From an optimization exercise on the open Yosys and OpenROAD flow, aimed at small area, a short achievable clock period and few clock cycles per item; shortcuts taken in it are not production practice.
Where RTL was checked, it was by simulation tests only, not by an equivalence proof against the original.

==> run F: inputs <==
==> flow/design.v <==
`default_nettype none
package kmpss_pkg;
	localparam int unsigned MAX_PATTERN_DEF    = 64;
	localparam int unsigned POSITION_WIDTH_DEF = 32;
	localparam logic [1:0] STAT_BUSY     = 2'd0;
	localparam logic [1:0] STAT_FOUND    = 2'd1;
	localparam logic [1:0] STAT_NOTFOUND = 2'd2;
	localparam logic [1:0] STAT_OVERFLOW = 2'd3;
	localparam logic [1:0] SRCH_FRESH    = 2'd3;
endpackage
`default_nettype wire
`default_nettype none
module kmp_substring_search_core #(
	parameter int unsigned MAX_PATTERN    = kmpss_pkg::MAX_PATTERN_DEF,
	parameter int unsigned POSITION_WIDTH = kmpss_pkg::POSITION_WIDTH_DEF
) (
	input  wire logic        clk,
	input  wire logic        arst_n,
	input  wire logic        s_tvalid,
	output logic             s_tready,
	input  wire logic [7:0]  s_tdata,   
	input  wire logic [1:0]  s_tuser,   
	input  wire logic        s_tlast,
	output logic             m_tvalid,
	input  wire logic        m_tready,
	output logic [39:0]      m_tdata    
);
	localparam int unsigned N  = MAX_PATTERN;
	localparam int unsigned LW = $clog2(N + 1);
	localparam int unsigned PW = POSITION_WIDTH;
	logic          iv_q;
	logic          ifunc_q;
	logic          ifirst_q;
	logic          ilast_q;
	logic [7:0]    ibyte_q;
	logic          eq0_q;       
	logic          rdy_q;
	logic          en_q;        
	logic          qen_q;       
	logic [PW-1:0] pos_q;       
	logic [8*N-1:0] q_q;         
	logic [N-1:1]   a_q;
	logic [LW-1:0]  len_q;
	logic [1:0]     st_q;
	logic [PW-1:0]  d_q;
	logic          ov_q;
	logic [1:0]    ostat_q;
	logic          o2v_q;
	logic [1:0]    o2stat_q;
	logic          rs;
	logic [1:0]    s_eff;
	logic          full;
	logic [N:0]    t;
	logic [N-1:0]  eq;
	logic [N:1]    a_eff;
	logic [N-1:1]  a_nxt;
	logic          found;
	logic [1:0]    res;
	logic          en;
	logic          acc;
	logic          pop;
	logic          iv_n;
	logic          ifunc_n;
	logic          ifirst_n;
	logic [1:0]    st_n;
	logic          ov_n;
	logic [1:0]    ostat_n;
	logic          o2v_n;
	logic [1:0]    o2stat_n;
	logic          en_n;
	logic          fp_n;
	logic          fresh_n;
	logic [LW-1:0] len_n;
	logic          full_n;
	logic [PW-1:0] d_n;
	always_comb begin
		rs    = ifirst_q || (st_q == kmpss_pkg::SRCH_FRESH);
		s_eff = rs ? kmpss_pkg::STAT_BUSY : st_q;
		full  = !ifirst_q && (len_q == LW'(N));
		for (int k = 0; k <= N; k++) begin
			t[k] = (LW'(k) >= len_q);
		end
		eq[0] = eq0_q;
		for (int k = 1; k < N; k++) begin
			eq[k] = (ibyte_q == q_q[8*k +: 8]);
		end
		for (int k = 1; k < N; k++) begin
			a_eff[k] = t[k] || (a_q[k] && !ifirst_q);
		end
		a_eff[N] = 1'b1;
		for (int k = 1; k < N; k++) begin
			a_nxt[k] = t[k] || (a_eff[k+1] && eq[k]);
		end
		found = a_eff[1] && eq[0];
		if (!ifunc_q) begin
			res = full ? kmpss_pkg::STAT_OVERFLOW : kmpss_pkg::STAT_BUSY;
			st_n = kmpss_pkg::SRCH_FRESH;
		end else begin
			if (s_eff != kmpss_pkg::STAT_BUSY) begin
				res = s_eff;
			end else if (len_q == '0 || found) begin
				res = kmpss_pkg::STAT_FOUND;
			end else if (ilast_q) begin
				res = kmpss_pkg::STAT_NOTFOUND;
			end else begin
				res = kmpss_pkg::STAT_BUSY;
			end
			st_n = res;
		end
		en  = en_q;
		acc = s_tvalid && rdy_q;
		pop = ov_q && m_tready;
		if (!en) begin
			st_n = st_q;
		end
		ov_n     = ov_q;
		ostat_n  = ostat_q;
		o2v_n    = o2v_q;
		o2stat_n = o2stat_q;
		if (pop || !ov_q) begin
			if (o2v_q) begin
				ov_n    = 1'b1;
				ostat_n = o2stat_q;
				o2v_n   = 1'b0;
			end else begin
				ov_n = en;
				if (en) begin
					ostat_n = res;
				end
			end
		end else if (en) begin
			o2v_n    = 1'b1;
			o2stat_n = res;
		end
		fp_n = (ov_n && ostat_n == kmpss_pkg::STAT_FOUND) ||
		       (o2v_n && o2stat_n == kmpss_pkg::STAT_FOUND);
		fresh_n = en ? !ifunc_q : (st_q == kmpss_pkg::SRCH_FRESH);
		iv_n     = acc || (iv_q && !en);
		ifunc_n  = acc ? s_tuser[0] : ifunc_q;
		ifirst_n = acc ? s_tuser[1] : ifirst_q;
		en_n = iv_n && !o2v_n &&
		       !(ifunc_n && (ifirst_n || fresh_n) && fp_n);
		len_n = len_q;
		if (en && !ifunc_q && !full) begin
			len_n = ifirst_q ? LW'(1) : len_q + LW'(1);
		end
		full_n = !ifirst_n && (len_n == LW'(N));
		d_n = d_q;
		if (en && ifunc_q && s_eff == kmpss_pkg::STAT_BUSY) begin
			if (len_q == '0) begin
				d_n = '0;
			end else if (rs) begin
				d_n = PW'(1) - PW'(len_q);
			end else begin
				d_n = d_q + PW'(1);
			end
		end
	end
	always_ff @(posedge clk or negedge arst_n) begin
		if (!arst_n) begin
			iv_q   <= 1'b0;
			rdy_q  <= 1'b0;
			ov_q   <= 1'b0;
			o2v_q  <= 1'b0;
			st_q   <= kmpss_pkg::SRCH_FRESH;
			len_q  <= '0;
			en_q   <= 1'b0;
			qen_q  <= 1'b0;
		end else begin
			iv_q  <= iv_n;
			rdy_q <= !iv_n || en_n;
			ov_q  <= ov_n;
			o2v_q <= o2v_n;
			st_q  <= st_n;
			len_q <= len_n;
			en_q  <= en_n;
			qen_q <= en_n && !ifunc_n && !full_n;
		end
	end
	always_ff @(posedge clk) begin
		if (acc) begin
			ifunc_q  <= s_tuser[0];
			ifirst_q <= s_tuser[1];
			ilast_q  <= s_tlast;
			ibyte_q  <= s_tdata;
			eq0_q    <= (s_tdata == (qen_q ? ibyte_q : q_q[7:0]));
		end
		ostat_q  <= ostat_n;
		pos_q    <= (ostat_n == kmpss_pkg::STAT_FOUND) ? d_n : '0;
		d_q      <= d_n;
		o2stat_q <= o2stat_n;
		if (qen_q) begin
			q_q <= {q_q[8*N-9:0], ibyte_q};
		end
		if (en) begin
			a_q <= ifunc_q ? a_nxt : '0;
		end
	end
	assign s_tready = rdy_q;
	assign m_tvalid = ov_q;
	assign m_tdata  = {6'b0, pos_q, ostat_q};
endmodule
`default_nettype wire
==> flow/run.sh <==
#!/bin/bash
# synth_recipe.tcl (not shown) runs the flow's synth.tcl, then flattens the netlist and writes it again
# the make line also repeats each setting of config.mk as NAME=value (left out here)
make -C /OpenROAD-flow-scripts/flow DESIGN_CONFIG=/design/flow/config.mk WORK_HOME=/design/flow/orfs CLKGATE_MAP_FILE= SYNTH_SCRIPT=/design/flow/synth_recipe.tcl finish
==> flow/config.mk <==
export PLATFORM = sky130hd
export DESIGN_NAME = kmp_substring_search_core
export DESIGN_NICKNAME = kmp_substring_search_core
export VERILOG_FILES = /design/flow/design.v
export SDC_FILE = /design/flow/constraint.sdc
export NUM_CORES = 4
export LEC_CHECK = 0
export ABC_AREA = 1
export CAP_MARGIN = 20
export CORE_MARGIN = 2
export CORE_UTILIZATION = 65
export CTS_CLUSTER_DIAMETER = 100
export CTS_CLUSTER_SIZE = 28
export PLACE_DENSITY = 0.75
export SETUP_SLACK_MARGIN = 3.75
export SLEW_MARGIN = 20
export TNS_END_PERCENT = 25
==> flow/constraint.sdc <==
create_clock -name core_clock -period 6.0 [get_ports {clk}]
set_input_delay 1.2000 -clock core_clock [delete_from_list [all_inputs] [get_ports {clk}]]
set_output_delay 1.2000 -clock core_clock [all_outputs]
set_load 0.01 [all_outputs]
==> run H: changes against run F <==
==> flow/design.v (replaced) <==
`default_nettype none
package kmpss_pkg;
	localparam int unsigned MAX_PATTERN_DEF    = 64;
	localparam int unsigned POSITION_WIDTH_DEF = 32;
	localparam logic [1:0] STAT_BUSY     = 2'd0;
	localparam logic [1:0] STAT_FOUND    = 2'd1;
	localparam logic [1:0] STAT_NOTFOUND = 2'd2;
	localparam logic [1:0] STAT_OVERFLOW = 2'd3;
	localparam logic [1:0] SRCH_FRESH    = 2'd0;
	localparam logic [1:0] SRCH_FOUND    = 2'd1;
	localparam logic [1:0] SRCH_NOTFOUND = 2'd2;
	localparam logic [1:0] SRCH_BUSY     = 2'd3;
endpackage
`default_nettype wire
`default_nettype none
module kmp_substring_search_core #(
	parameter int unsigned MAX_PATTERN    = kmpss_pkg::MAX_PATTERN_DEF,
	parameter int unsigned POSITION_WIDTH = kmpss_pkg::POSITION_WIDTH_DEF
) (
	input  wire logic        clk,
	input  wire logic        arst_n,
	input  wire logic        s_tvalid,
	output logic             s_tready,
	input  wire logic [7:0]  s_tdata,   
	input  wire logic [1:0]  s_tuser,   
	input  wire logic        s_tlast,
	output logic             m_tvalid,
	input  wire logic        m_tready,
	output logic [39:0]      m_tdata    
);
	localparam int unsigned N  = MAX_PATTERN;   
	localparam int unsigned AW = $clog2(N);
	localparam int unsigned NL = 8;            
	localparam int unsigned NH = N / NL;
	localparam int unsigned LW = $clog2(N + 1);
	localparam int unsigned PW = POSITION_WIDTH;
	logic          iv_q;
	logic          ifunc_q;
	logic          ifirst_q;
	logic          ilast_q;
	logic [7:0]    ibyte_q;
	logic          eql_q;       
	logic          rdy_q;
	logic          en_q;        
	logic [8*N-1:0] r_q;         
	logic [N-1:0]   a_q;
	logic [AW-1:0]  z_q;         
	logic [NL-1:0]  wl_q;        
	logic [NH-1:0]  wh_q;
	logic [7:0]     plast_q;     
	logic [LW-1:0]  len_q;
	logic           lz_q;        
	logic           l1_q;        
	logic           lf_q;        
	logic [1:0]     st_q;
	logic [PW-1:0]  d_q;
	logic          ov_q;
	logic [1:0]    ostat_q;
	logic          o2v_q;
	logic [1:0]    o2stat_q;
	logic [PW-1:0] pos_q;       
	logic          rs;
	logic          done;        
	logic          grow;        
	logic [PW-1:0] d_inc;
	logic          nzero;
	logic          full;
	logic          wr;
	logic [N-1:0]  eqp;
	logic [N-1:0]  inj;
	logic [NH-1:0] mpart;
	logic          mprev;
	logic          found;
	logic [1:0]    res;
	logic          en;
	logic          acc;
	logic          pop;
	logic [N-1:0]  a_n;
	logic [8*N-1:0] r_n;
	logic [AW-1:0] z_n;
	logic [NL-1:0] wl_n;
	logic [NH-1:0] wh_n;
	logic [7:0]    plast_n;
	logic          iv_n;
	logic          ifunc_n;
	logic          ifirst_n;
	logic [1:0]    st_n;
	logic          ov_n;
	logic [1:0]    ostat_n;
	logic          o2v_n;
	logic [1:0]    o2stat_n;
	logic          en_n;
	logic          oload;
	logic          lz_n;
	logic          l1_n;
	logic          lf_n;
	logic          wait_n;
	logic [LW-1:0] len_n;
	logic [PW-1:0] d_n;
	always_comb begin
		en    = en_q;
		rs    = ifirst_q || (st_q == kmpss_pkg::SRCH_FRESH);
		done  = !rs && (st_q == kmpss_pkg::SRCH_FOUND || st_q == kmpss_pkg::SRCH_NOTFOUND);
		d_inc = d_q + PW'(1);
		nzero = ifirst_q || lz_q;
		full  = !ifirst_q && lf_q;
		wr    = en && !ifunc_q && !full;
		for (int i = 0; i < N; i++) begin
			eqp[i]  = (ibyte_q == r_q[8*i +: 8]);
			inj[i]  = (z_q == AW'(i));
		end
		for (int h = 0; h < NH; h++) begin
			mpart[h] = 1'b0;
			for (int l = 0; l < NL; l++) begin
				mpart[h] = mpart[h] || (wl_q[l] && a_q[(NL * h + l + N - 2) % N]);
			end
		end
		mprev = |(wh_q & mpart);
		found = (l1_q || (mprev && !rs)) && eql_q;
		for (int i = 0; i < N; i++) begin
			if (en && ifunc_q) begin
				a_n[i] = (inj[(i + 1) % N] || (a_q[i] && !rs)) && eqp[(i + 1) % N];
			end else begin
				a_n[i] = a_q[(i + 1) % N];
			end
		end
		r_n = {r_q[7:0], r_q[8*N-1:8]};
		if (wr) begin
			r_n[8*N-1 -: 8] = ibyte_q;
		end
		z_n     = (wr && nzero) ? AW'(N - 1) : z_q - AW'(1);
		if (wr) begin
			wl_n = NL'(1);
			wh_n = NH'(1);
		end else begin
			wl_n = {wl_q[0], wl_q[NL-1:1]};
			wh_n = wl_q[0] ? {wh_q[0], wh_q[NH-1:1]} : wh_q;
		end
		plast_n = wr ? ibyte_q : plast_q;
		if (!ifunc_q) begin
			res = full ? kmpss_pkg::STAT_OVERFLOW : kmpss_pkg::STAT_BUSY;
			st_n = kmpss_pkg::SRCH_FRESH;
		end else begin
			if (done) begin
				res = st_q;   
			end else if (lz_q || found) begin
				res = kmpss_pkg::STAT_FOUND;
			end else if (ilast_q) begin
				res = kmpss_pkg::STAT_NOTFOUND;
			end else begin
				res = kmpss_pkg::STAT_BUSY;
			end
			st_n = (res == kmpss_pkg::STAT_BUSY) ? kmpss_pkg::SRCH_BUSY : res;
		end
		acc = s_tvalid && rdy_q;
		pop = ov_q && m_tready;
		if (!en) begin
			st_n = st_q;
		end
		ov_n     = ov_q;
		ostat_n  = ostat_q;
		o2v_n    = o2v_q;
		o2stat_n = o2stat_q;
		oload = pop || !ov_q;
		if (oload) begin
			if (o2v_q) begin
				ov_n    = 1'b1;
				ostat_n = o2stat_q;
				o2v_n   = 1'b0;
			end else begin
				ov_n = en;
				if (en) begin
					ostat_n = res;
				end
			end
		end else if (en) begin
			o2v_n    = 1'b1;
			o2stat_n = res;
		end
		len_n = len_q;
		lz_n  = lz_q;
		l1_n  = l1_q;
		lf_n  = lf_q;
		if (wr) begin
			len_n = nzero ? LW'(1) : len_q + LW'(1);
			lz_n  = 1'b0;
			l1_n  = nzero;
			lf_n  = !nzero && (len_q == LW'(N - 1));
		end
		grow = en && ifunc_q && !done;
		d_n = d_q;
		if (grow) begin
			if (lz_q) begin
				d_n = '0;
			end else if (rs) begin
				d_n = PW'(1) - PW'(len_q);
			end else begin
				d_n = d_inc;
			end
		end
		iv_n     = acc || (iv_q && !en);
		ifunc_n  = acc ? s_tuser[0] : ifunc_q;
		ifirst_n = acc ? s_tuser[1] : ifirst_q;
		wait_n = !ifunc_n && !ifirst_n && !lz_n && !lf_n && !wr && !(wl_q[1] && wh_q[0]);
		en_n = iv_n && !o2v_n && !wait_n;
	end
	always_ff @(posedge clk or negedge arst_n) begin
		if (!arst_n) begin
			iv_q   <= 1'b0;
			rdy_q  <= 1'b0;
			ov_q   <= 1'b0;
			o2v_q  <= 1'b0;
			st_q   <= kmpss_pkg::SRCH_FRESH;
			len_q  <= '0;
			lz_q   <= 1'b1;
			l1_q   <= 1'b0;
			lf_q   <= 1'b0;
			en_q   <= 1'b0;
		end else begin
			iv_q  <= iv_n;
			rdy_q <= !iv_n || en_n;
			ov_q  <= ov_n;
			o2v_q <= o2v_n;
			st_q  <= st_n;
			len_q <= len_n;
			lz_q  <= lz_n;
			l1_q  <= l1_n;
			lf_q  <= lf_n;
			en_q  <= en_n;
		end
	end
	always_ff @(posedge clk) begin
		if (acc) begin
			ifunc_q  <= s_tuser[0];
			ifirst_q <= s_tuser[1];
			ilast_q  <= s_tlast;
			ibyte_q  <= s_tdata;
			eql_q    <= (s_tdata == plast_n);
		end
		ostat_q  <= ostat_n;
		o2stat_q <= o2stat_n;
		if (oload) begin
			if (ostat_n != kmpss_pkg::STAT_FOUND) begin
				pos_q <= '0;
			end else if (grow && (rs || lz_q)) begin
				pos_q <= '0;
			end else if (grow) begin
				pos_q <= d_inc;
			end else begin
				pos_q <= d_q;
			end
		end
		d_q      <= d_n;
		r_q      <= r_n;
		a_q      <= a_n;
		z_q      <= z_n;
		wl_q     <= wl_n;
		wh_q     <= wh_n;
		plast_q  <= plast_n;
	end
	assign s_tready = rdy_q;
	assign m_tvalid = ov_q;
	assign m_tdata  = {6'b0, pos_q, ostat_q};
endmodule
`default_nettype wire
--- a/flow/config.mk
+++ b/flow/config.mk
@@ -12,6 +12,5 @@
 export CTS_CLUSTER_DIAMETER = 100
 export CTS_CLUSTER_SIZE = 28
 export PLACE_DENSITY = 0.75
-export SETUP_SLACK_MARGIN = 3.75
+export SETUP_SLACK_MARGIN = 3.6
 export SLEW_MARGIN = 20
-export TNS_END_PERCENT = 25
==> run notes <==
invs w/o clock 152; met1 global-route usage 40.9%; GRT Total Usage 29.1%; status no timing/DRC/antenna violations; placer's final routability congestion estimate 0.976; ANT cells 0; f_max 415 MHz; largest net degree at the start of global routing 185; placed cell area 0.0310 mm²
[end of results for run F]
==> run notes <==
largest net degree at the start of global routing 69; status no timing/DRC/antenna violations; ANT cells 1; met1 global-route usage 44.7%; f_max 380 MHz; invs w/o clock 141; GRT Total Usage 33.4%; placer's final routability congestion estimate 0.884
[end of results for run H]
Testbench counts of run H, summed over its fixed seeds: cycles 25,211, items 25,187.
Only the layout flow was run in run F; the RTL was not checked for function there.

## separate check: timing with driven ports
Ports are ideal in the flow. The routed layouts listed here were re-timed in OpenROAD.
Step 1 assumes that a clkbuf_16 drives the clock port and a buf_2 every other input.
Step 2 moves the port delays by t, midway between the first and last clock arrival at a register: inputs arrive t later, outputs are due t later. That takes back most of the time a late clock gives input paths.
a / b / c = ideal / step 1 / step 2; a / b = the first two.
| run | t, ns | slack for setup (ns) | hold slack, ns |
|---|---|---|---|
| run F | 0.667 | 3.591 / 3.579 / 3.048 | 0.454 / 0.454 / 0.454 |
| run H | 0.662 | 3.369 / 3.369 / 2.861 | 0.356 / 0.356 / 0.356 |
After both steps every run listed still meets setup and hold. For run F, which loses most, drivers alone change the setup slack by -0.012 ns; drivers and shift together by -0.543 ns.
